From an optimization exercise on the open Yosys and OpenROAD flow, aimed at small area, a short achievable clock period and few clock cycles per item; shortcuts taken in it are not production practice. The RTL was checked by simulation tests, not by an equivalence proof against the original design. Power and IR drop assume default switching activity.

// nch_complex_square
module nch_complex_square
#(
    parameter int WIDTH = 16,
    parameter int NCH   = 4,
    parameter int FRAC  = 14
) (
    input  logic                 clk,
    input  logic                 rst,
    input  logic [NCH*WIDTH-1:0] inReal,
    input  logic [NCH*WIDTH-1:0] inImag,
    input  logic                 inMode,
    input  logic                 inValid,
    output logic                 inReady,
    output logic [NCH*WIDTH-1:0] outReal,
    output logic [NCH*WIDTH-1:0] outImag,
    output logic                 outValid,
    input  logic                 outReady,
    output logic [NCH-1:0]       satFlag
);
    localparam int RB = nch_csq_pkg::RBITS;
    localparam int PB = nch_csq_pkg::PBITS;
    logic [NCH*WIDTH-1:0] s1Real, s1Imag;
    logic                 s1Mode, s1Valid;
    logic [NCH*RB-1:0]    nxtR, s2R;
    logic [NCH*PB-1:0]    nxtP, s2P;
    logic                 s2Mode, s2Valid;
    logic [NCH*WIDTH-1:0] nxtReal, nxtImag;
    logic [NCH-1:0]       nxtSat;
    logic                 adv;
    assign adv     = !outValid || outReady;
    assign inReady = adv;
    always_ff @(posedge clk or posedge rst) begin
        if (rst) begin
            s1Valid  <= 1'b0;
            s2Valid  <= 1'b0;
            outValid <= 1'b0;
        end else if (adv) begin
            s1Valid  <= inValid;
            s2Valid  <= s1Valid;
            outValid <= s2Valid;
        end
    end
    always_ff @(posedge clk) begin
        if (adv) begin
            s1Real  <= inReal;
            s1Imag  <= inImag;
            s1Mode  <= inMode;
            s2R     <= nxtR;
            s2P     <= nxtP;
            s2Mode  <= s1Mode;
            outReal <= nxtReal;
            outImag <= nxtImag;
            satFlag <= nxtSat;
        end
    end
    for (genvar k = 0; k < NCH; k++) begin : gLane
        logic [18:0] r, p;
  ...
For scale: ~6,700 cells after synthesis, roughly 630 flip-flops, roughly 270 I/O pins.
==> flow/config.mk <==
export PLATFORM = sky130hd
export DESIGN_NAME = nch_complex_square
export DESIGN_NICKNAME = nch_complex_square
export VERILOG_FILES = /design/flow/design.v
export SDC_FILE = /design/flow/constraint.sdc
export NUM_CORES = 4
export LEC_CHECK = 0
export CAP_MARGIN = 20
export CORE_MARGIN = 2
export CORE_UTILIZATION = 40
export SETUP_SLACK_MARGIN = 5.0
export SLEW_MARGIN = 20
==> flow/constraint.sdc <==
create_clock -name core_clock -period 9.0 [get_ports {clk}]
set_input_delay 1.8000 -clock core_clock [delete_from_list [all_inputs] [get_ports {clk}]]
set_output_delay 1.8000 -clock core_clock [all_outputs]
set_load 0.01 [all_outputs]
standard.sh (not shown) runs the stock make flow with config.mk's settings and CLKGATE_MAP_FILE= SYNTH_SCRIPT=/design/flow/synth_recipe.tcl, a recipe that flattens the netlist after the stock synthesis.
==> flow/flow/run.sh <==
#!/bin/bash
# Layout flow: the standard layout, with two changes:
# - synthesis: the coarse-to-fine synth step runs without its quick ABC pass,
#   so that extract_fa sees the design's full adders as written (the ABC pass
#   rewrites their polarity and leaves inverters between adders). The final
#   ABC mapping, the flip-flop mapping and the rest are the standard ones.
# - placement: every input and output port still gets its buffer, but a plain
#   buf_1 (resized later where timing needs it) instead of the delay cell
#   clkdlybuf4s50_1 that buffer_ports picks by default.
set -euo pipefail
work=$(pwd)
# The synthesis script: the standard flow's own, with its synth wrapper adding -noabc to
# the "fine:" run only.
sed '1s/.*/proc synth {args} { if {[lsearch -exact $args "fine:"] >= 0} { yosys synth -nofsm -noshare -noabc {*}$args } else { yosys synth -nofsm -noshare {*}$args } }/' \
  "$work/synth_recipe.tcl" > "$work/noabc_synth.tcl"
grep -q 'noabc' "$work/noabc_synth.tcl"
sed "s#/synth_recipe.tcl#/noabc_synth.tcl#" "$work/standard.sh" > "$work/noabc_standard.sh"
grep -q 'noabc_synth.tcl' "$work/noabc_standard.sh"
bash "$work/noabc_standard.sh" "BUFFER_PORTS_ARGS=-buffer_cell sky130_fd_sc_hd__buf_1" finish > "$work/flow_make.log" 2>&1
The baseline ran to the end with no violations.
Testbench counts at the start, summed over its fixed seeds: cycles 12,024, items 12,000.
Then changed:
--- a/flow/config.mk
+++ b/flow/config.mk
@@ -10,3 +10,3 @@
 export CORE_UTILIZATION = 40
-export SETUP_SLACK_MARGIN = 5.0
+export SETUP_SLACK_MARGIN = 4.85
 export SLEW_MARGIN = 20
=> Synthesized area is unchanged; final area went down by 5.0%; wire length went down by about 8%; power went down by about 1.3%; clock-buffer cell count went down by 7.

re-timing with driven ports:
Ports are ideal in the flow. The routed layouts listed here were re-timed in OpenROAD.
Step 1: set_driving_cell puts a clkbuf_16 on clk and a buf_2 on each other input, an assumption about the parent block.
Step 2 adds t to the input delays and takes it off the output delays; t is the mean of the earliest and latest rising clock arrival at the registers after step 1. Input paths then give back, and output paths get back, about the clock's delay inside the block.
a / b / c = ideal ports / drivers / drivers and shift; a / b = the first two.
run | shift t [ns] | setup WS [ns] | worst hold slack (ns) | worst data-port slew with drivers (ns)
the first run | 0.806 | 4.859 / 4.820 / 4.481 | 0.469 / 0.469 / 0.469 | 0.10
the second run | 0.813 | 4.831 / 4.790 / 4.437 | 0.477 / 0.477 / 0.477 | 0.12
After both steps every run listed still meets setup and hold. For the second run, which loses most, drivers alone change the setup slack by -0.041 ns; drivers and shift together by -0.394 ns.
